Context: an optimization exercise on an open-source flow, tuned for small area. The choices shown serve that exercise and are no tape-out recipe.
Only simulation tests tie the RTL to the original design; equivalence was not proved.
Power and IR drop assume default switching activity.

`run.sh`:
```
#!/bin/bash
# synth_recipe.tcl (not shown) runs the flow's synth.tcl, then flattens the netlist and writes it again
# the make line also repeats each setting of config.mk as NAME=value (left out here)
make -C /OpenROAD-flow-scripts/flow DESIGN_CONFIG=/design/flow/config.mk WORK_HOME=/design/flow/orfs CLKGATE_MAP_FILE= SYNTH_SCRIPT=/design/flow/synth_recipe.tcl finish
```
`config.mk`:
```
export PLATFORM = sky130hd
export DESIGN_NAME = id_pipe_stage
export DESIGN_NICKNAME = id_pipe_stage
export VERILOG_FILES = /design/flow/design.v
export SDC_FILE = /design/flow/constraint.sdc
export NUM_CORES = 4
export LEC_CHECK = 0
export CAP_MARGIN = 20
export CORE_MARGIN = 2
export CORE_UTILIZATION = 40
export SLEW_MARGIN = 20
```
`constraint.sdc`:
```
create_clock -name core_clock -period 8.0 [get_ports {clk}]
set_input_delay 1.6000 -clock core_clock [delete_from_list [all_inputs] [get_ports {clk}]]
set_output_delay 1.6000 -clock core_clock [all_outputs]
set_load 0.01 [all_outputs]
```
`design.v`:
```
module id_pipe_stage #(
  parameter int XLEN   = 32,
  parameter int NREGS  = 32,
  parameter int CTRL_W = 24,
  localparam int AW    = $clog2(NREGS)
) (
  input  logic              clk,
  input  logic              rst_n,
  input  logic              in_valid,
  output logic              in_ready,
  input  logic [XLEN-1:0]   in_pc,
  input  logic [31:0]       in_inst,
  input  logic [CTRL_W-1:0] in_ctrl,
  input  logic              in_mem_read,
  input  logic              in_reg_write,
  input  logic              flush,
  input  logic              out_ready,
  output logic              out_valid,
  output logic [XLEN-1:0]   out_pc,
  output logic [XLEN-1:0]   out_rs1_data,
  output logic [XLEN-1:0]   out_rs2_data,
  output logic [AW-1:0]     out_rs1_adr,
  output logic [AW-1:0]     out_rs2_adr,
  output logic [AW-1:0]     out_rd_adr,
  output logic [2:0]        out_funct3,
  output logic [6:0]        out_funct7,
  output logic [CTRL_W-1:0] out_ctrl,
  output logic              out_mem_read,
  output logic              out_reg_write,
  input  logic              wb_we,
  input  logic [AW-1:0]     wb_adr,
  input  logic [XLEN-1:0]   wb_data,
  output logic [15:0]       stall_cnt
);
  logic [AW-1:0]     dec_rs1;
  logic [AW-1:0]     dec_rs2;
  logic [AW-1:0]     dec_rd;
  logic              unused_inst_bits;
  logic [XLEN-1:0]   rf_q [NREGS];
  logic [XLEN-1:0]   rf_d [NREGS];
  logic              wb_wr_en;
  logic [XLEN-1:0]   rs1_rd_data;
  logic [XLEN-1:0]   rs2_rd_data;
  logic              advance;
  logic              hazard;
  logic              take;
  logic              out_valid_q,     out_valid_d;
  logic [XLEN-1:0]   out_pc_q,        out_pc_d;
  logic [XLEN-1:0]   out_rs1_data_q,  out_rs1_data_d;
  logic [XLEN-1:0]   out_rs2_data_q,  out_rs2_data_d;
  logic [AW-1:0]     out_rs1_adr_q,   out_rs1_adr_d;
  logic [AW-1:0]     out_rs2_adr_q,   out_rs2_adr_d;
  logic [AW-1:0]     out_rd_adr_q,    out_rd_adr_d;
  logic [2:0]        out_funct3_q,    out_funct3_d;
  logic [6:0]        out_funct7_q,    out_funct7_d;
  logic [CTRL_W-1:0] out_ctrl_q,      out_ctrl_d;
  logic              out_mem_read_q,  out_mem_read_d;
  logic              out_reg_write_q, out_reg_write_d;
  logic [15:0]       stall_cnt_q,     stall_cnt_d;
  assign dec_rs1 = in_inst[15 +: AW];
  assign dec_rs2 = in_inst[20 +: AW];
  assign dec_rd  = in_inst[7 +: AW];
  assign unused_inst_bits = ^in_inst;
  assign wb_wr_en = wb_we & (wb_adr != '0);
  always_comb begin
    for (int i = 0; i < NREGS; i++) begin
      rf_d[i] = rf_q[i];
    end
    if (wb_wr_en) begin
      rf_d[wb_adr] = wb_data;
    end
  end
  always_comb begin
    rs1_rd_data = rf_q[dec_rs1];
    rs2_rd_data = rf_q[dec_rs2];
  end
  assign advance  = ~out_valid_q | out_ready;
  assign hazard   = out_valid_q & out_mem_read_q & (out_rd_adr_q != '0) & in_valid &
                    ((dec_rs1 == out_rd_adr_q) | (dec_rs2 == out_rd_adr_q));
  assign in_ready = advance & ~hazard;
  assign take     = advance & in_valid & ~hazard;
  always_comb begin
    out_valid_d     = out_valid_q;
    out_pc_d        = out_pc_q;
    out_rs1_data_d  = out_rs1_data_q;
    out_rs2_data_d  = out_rs2_data_q;
    out_rs1_adr_d   = out_rs1_adr_q;
    out_rs2_adr_d   = out_rs2_adr_q;
    out_rd_adr_d    = out_rd_adr_q;
    out_funct3_d    = out_funct3_q;
    out_funct7_d    = out_funct7_q;
    out_ctrl_d      = out_ctrl_q;
    out_mem_read_d  = out_mem_read_q;
    out_reg_write_d = out_reg_write_q;
    if (flush || (advance && !take)) begin
      out_valid_d     = 1'b0;
      out_ctrl_d      = '0;
      out_mem_read_d  = 1'b0;
      out_reg_write_d = 1'b0;
    end else if (take) begin
      out_valid_d     = 1'b1;
      out_pc_d        = in_pc;
      out_rs1_data_d  = rs1_rd_data;
      out_rs2_data_d  = rs2_rd_data;
      out_rs1_adr_d   = dec_rs1;
      out_rs2_adr_d   = dec_rs2;
      out_rd_adr_d    = dec_rd;
      out_funct3_d    = in_inst[14:12];
      out_funct7_d    = in_inst[31:25];
      out_ctrl_d      = in_ctrl;
      out_mem_read_d  = in_mem_read;
      out_reg_write_d = in_reg_write;
    end else begin
      if (wb_wr_en && (wb_adr == out_rs1_adr_q)) begin
        out_rs1_data_d = wb_data;
      end
      if (wb_wr_en && (wb_adr == out_rs2_adr_q)) begin
        out_rs2_data_d = wb_data;
      end
    end
  end
  always_comb begin
    stall_cnt_d = stall_cnt_q;
    if (in_valid && !in_ready && !flush && (stall_cnt_q != 16'hFFFF)) begin
      stall_cnt_d = stall_cnt_q + 16'd1;
    end
  end
  always_ff @(posedge clk or negedge rst_n) begin
    if (!rst_n) begin
      out_valid_q     <= 1'b0;
      out_pc_q        <= '0;
      out_rs1_data_q  <= '0;
      out_rs2_data_q  <= '0;
      out_rs1_adr_q   <= '0;
      out_rs2_adr_q   <= '0;
      out_rd_adr_q    <= '0;
      out_funct3_q    <= '0;
      out_funct7_q    <= '0;
      out_ctrl_q      <= '0;
      out_mem_read_q  <= 1'b0;
      out_reg_write_q <= 1'b0;
      stall_cnt_q     <= '0;
    end else begin
      out_valid_q     <= out_valid_d;
      out_pc_q        <= out_pc_d;
      out_rs1_data_q  <= out_rs1_data_d;
      out_rs2_data_q  <= out_rs2_data_d;
      out_rs1_adr_q   <= out_rs1_adr_d;
      out_rs2_adr_q   <= out_rs2_adr_d;
      out_rd_adr_q    <= out_rd_adr_d;
      out_funct3_q    <= out_funct3_d;
      out_funct7_q    <= out_funct7_d;
      out_ctrl_q      <= out_ctrl_d;
      out_mem_read_q  <= out_mem_read_d;
      out_reg_write_q <= out_reg_write_d;
      stall_cnt_q     <= stall_cnt_d;
    end
  end
  always_ff @(posedge clk or negedge rst_n) begin
    if (!rst_n) begin
      for (int i = 0; i < NREGS; i++) begin
        rf_q[i] <= '0;
      end
    end else begin
      for (int i = 0; i < NREGS; i++) begin
        rf_q[i] <= rf_d[i];
      end
    end
  end
  assign out_valid     = out_valid_q;
  assign out_pc        = out_pc_q;
  assign out_rs1_data  = out_rs1_data_q;
  assign out_rs2_data  = out_rs2_data_q;
  assign out_rs1_adr   = out_rs1_adr_q;
  assign out_rs2_adr   = out_rs2_adr_q;
  assign out_rd_adr    = out_rd_adr_q;
  assign out_funct3    = out_funct3_q;
  assign out_funct7    = out_funct7_q;
  assign out_ctrl      = out_ctrl_q;
  assign out_mem_read  = out_mem_read_q;
  assign out_reg_write = out_reg_write_q;
  assign stall_cnt     = stall_cnt_q;
endmodule
```
==> flow_summary.json <==
{
  "grt-ovfl-total": 0,
  "gp_congestion": 1.04,
  "drv_cap": 0,
  "avgSynthCellArea_um2": 11.5,
  "ys_async_sr_fraction_pct": 100,
  "setup_viol": 0,
  "numPortBuffers": 290,
  "p_clk_share_pct": 38.0,
  "yosys-top-cells-count": "dfrtp_1, mux2_2, a22oi_1, clkbuf_1, nand2_1",
  "die_y_um": 391,
  "path_buf_inv": 3,
  "p_int_mw": 12.4,
  "antenna_left": 0,
  "powerDensity_nw_per_um2": 252,
  "wire_per_inst_um": 44.2,
  "timing.rr.end": "out_rs2_data_q[14]$_DFFE_PN0P_",
  "finish.net_count": 5466,
  "slowest_stage": "clkdlybuf4s50_1",
  "crit_path_start_kind": "input pin",
  "cts.clk_slew.worst_paths_ns": 0.06,
  "dpl_worst_slack_ns": 2.29,
  "core_area_um2": 148000,
  "layout.cells.non_filler": 7434,
  "drt-pass1-iter-count": 12,
  "drive_above_1_share_pct": 30.3,
  "setup_tns_ns": 0,
  "crit_arrival_ns": 4.17,
  "synth_most_common_cell": "dfrtp_1",
  "synth_nets": 5349,
  "synthFlopType": "dfrtp_1",
  "tightest_slew_ns": 1.42,
  "worstHoldPathCells": 0,
  "rsz0062_at_grt": "false",
  "r2r_start": "out_rd_adr_q[1]$_DFFE_PN0P_",
  "finalWorstSetupSlack_ns": 2.23,
  "clock_skew_ns": 0.0358,
  "numCtsBuffers": 137,
  "grt_pass1_wl_um": 443000,
  "synthCells": 5215,
  "rows": 141,
  "synthTopCellsByArea": "dfrtp_1, mux2_2, a22oi_1",
  "yosysTopAreaCellShare_pct": 49.7,
  "holdPathEnd": "rf_q[0][15]$_DFFE_PN0P_",
  "r2r_cells": 8,
  "insertion_delay_ns": 0.82,
  "seqPwrFrac_pct": 45.9,
  "r2r_slack_ns": 4.36,
  "netlist_area_um2": 59800,
  "io_pins": 298,
  "hold_buffers": 0,
  "cpPeakStageDelay_ns": 0.59,
  "hpwl_um": 196000,
  "die_x_um": 391,
  "relSlewSlack_pct": 5.40,
  "fin_util_pct": 47.4,
  "hold_start": "rf_q[0][15]$_DFFE_PN0P_",
  "cts_sinks": 1188,
  "irDropWorstVdd_mv": 0.252,
  "hold_viol": 0,
  "crit_chain": "buf_2 > buf_4 > xor2_1 > nor2_1 > a22o_1 > and2_1 > a21oi_1 > clkdlybuf4s50_1",
  "cts_setup_buffers": 0,
  "holdCritPathClass": "reg -> reg",
  "slew_violations": 0,
  "viasPerCell": 7.59,
  "grt_antenna_before_repair": 58,
  "path_max_fanout": 16,
  "syn_to_final_growth_pct": 17.3,
  "cpLargestDelayFamily": "buffers and inverters",
  "synth-edff-count": 0,
  "p_leak_nw": 30.4,
  "drc_errors": 0,
  "wirelength_um": 329000,
  "yosysWarnings": 3,
  "post_cts_resized": 0,
  "swShare_pct": 29.9,
  "grt_usage_pct": 42.0,
  "post-place-cells": 7113,
  "seq_area_frac_synth_pct": 49.7,
  "fin_crit_ns": 5.77,
  "cp.required_ns": 6.40,
  "yosys.area.top_type": "dfrtp_1",
  "root_buffer": "clkbuf_16",
  "switching_power_mw": 5.29,
  "grt_pass1_vias": 52100,
  "max_freq_ghz": 0.173,
  "drtIter0Drc": 11500,
  "fin_area_um2": 70100,
  "dr_total_vias": 56400,
  "synth_cell_types": 87,
  "start_util_pct": 40.4,
  "htreeDepth": 4,
  "die-area_um2": 153000,
  "cts.path.max_buffers": 3,
  "end_kind": "output port",
  "comb_power_share_pct": 16.1,
  "ys_seq_elements": 1188,
  "critPathKind": "in -> out",
  "cts_tree": "yes",
  "dpl_cell_area_um2": 65000,
  "grt_max_degree": 169,
  "status": "no timing/DRC/antenna violations",
  "post-route-period-util_pct": 72.1
}
-- power by group through the flow --
| stage | Sequential, mW | Clock (mW) | Combinational, mW |
|---|---|---|---|
| after detailed placement | 8.13 | 0 | 2.74 |
| after CTS | 8.04 | 6.71 | 2.75 |
| after global placement | 8.10 | 0 | 2.68 |
| after floorplan | 7.82 | 0 | 1.61 |
| after global routing | 8.20 | 6.95 | 2.96 |
| final | 8.13 | 6.72 | 2.86 |
-- registers in the layout (all words and copies together), names as in the netlist, 5 cells and up --
| signal | cells |
|---|---|
| out_funct7_q | 7 |
| out_rs2_data_q | 32 |
| rf_q | 1024 |
| stall_cnt_q | 16 |
| out_pc_q | 32 |
| out_rs2_adr_q | 5 |
| out_rs1_adr_q | 5 |
| out_ctrl_q | 24 |
| out_rd_adr_q | 5 |
| out_rs1_data_q | 32 |
-- cell families (layout without fill, tap and decap cells) --
| logic type | count (synthesis) | in the layout | share of synthesized area (%) |
|---|---|---|---|
| muxes | 1143 | 1143 | 21.3 |
| DFF | 1188 | 1188 | 49.7 |
| buffers and inverters | 543 | 771 | 4.07 |
| and+or+nand+nor | 1135 | 1135 | 10.1 |
| adders and majority gates | 1 | 1 | 0.0209 |
| other | 0 | 61 | 0 |
| xor gates and xnor gates | 34 | 34 | 0.498 |
| AOI/OAI and AO/OA | 1171 | 1171 | 14.3 |
-- worst max-delay path by stage --
stage	from	to	slack, ns	depth (start not counted)
final	in_inst[23]	in_ready	2.23	8
after global routing	in_inst[19]	in_ready	2.26	8
after CTS	in_inst[23]	in_ready	2.37	8
after detailed placement	in_inst[16]	out_rs1_data_q[28]$_DFFE_PN0P_	2.29	10
after global placement	in_inst[16]	out_rs1_data_q[28]$_DFFE_PN0P_	2.28	10
after floorplan	in_inst[23]	in_ready	3.68	7
-- per-stage QoR --
step	hold WS (ns)	total power [mW]
after global placement	0.375	10.8
after floorplan	0.440	9.43
after global routing	0.398	18.1
after CTS	0.394	17.5
after detailed placement	0.378	10.9
final	0.397	17.7
-- layer usage --
metal  up-vias  routed length (µm)  global-route usage [%]
met1     28000              115000                    51.2
met5         -                 366                  0.0319
met2      6155              126000                    55.6
met4        32               33500                    32.6
li1      20000                   -                       -
met3      2192               53500                    21.2
-- cells in the final DEF (no fill, tap or decap), types with 22 or more instances in the layout --
master	synthesis	layout
a2111oi_0	49	48
dfrtp_1	1188	1188
nor3_1	54	52
a22oi_1	523	523
nor2_2	21	22
o21ai_0	147	147
clkbuf_1	295	24
a22o_1	96	96
nand4_1	137	137
o211ai_1	28	28
clkbuf_8	0	34
clkbuf_16	0	145
diode_2	0	61
a21oi_1	80	80
clkdlybuf4s50_1	0	265
and3_1	166	164
nor2_4	2	64
nor4_1	45	44
mux2_2	1023	1023
nand2_1	266	250
buf_4	25	215
nor2_1	149	86
o21a_1	33	33
mux2i_1	113	113
nand3_1	141	140
a32oi_1	36	36
-- area by class of cell --
type	count	area [µm²]
multi-input cells	3484	28300
repair buffers	515	4750
diodes	61	153
flip-flops and latches	1188	29700
fillers	13400	77900
clock buffers	203	4190
well taps	1930	2410
clock inverters	47	574
inverters	6	22.5

afterwards: timing with drivers on the ports:
The flow's constraints put no driver on any port. The routed layout listed below was extracted and timed again, unchanged, in two steps.
Step 1 (the two cells are an assumption about what drives the block):
set clk [get_ports {clk}]
set_driving_cell -lib_cell sky130_fd_sc_hd__clkbuf_16 $clk
set_driving_cell -lib_cell sky130_fd_sc_hd__buf_2 [delete_from_list [all_inputs] $clk]
Step 2 also shifts input and output timing later by t, the mid clock arrival at the registers, as if the neighbouring blocks saw the same clock.
Three values: no drivers, after step 1, after step 2; two values: the first two.
shift t [ns]: 0.881
setup slack, ns: 2.228 / 2.201 / 1.614
hold slack, ns: 0.397 / 0.397 / 0.397
clock arrival spread, ns: 0.050 / 0.051
worst register clock-pin slew, ns: 0.07 / 0.07
After both steps this run still meets setup and hold. For this run, drivers alone change the setup slack by -0.027 ns; drivers and shift together by -0.614 ns.
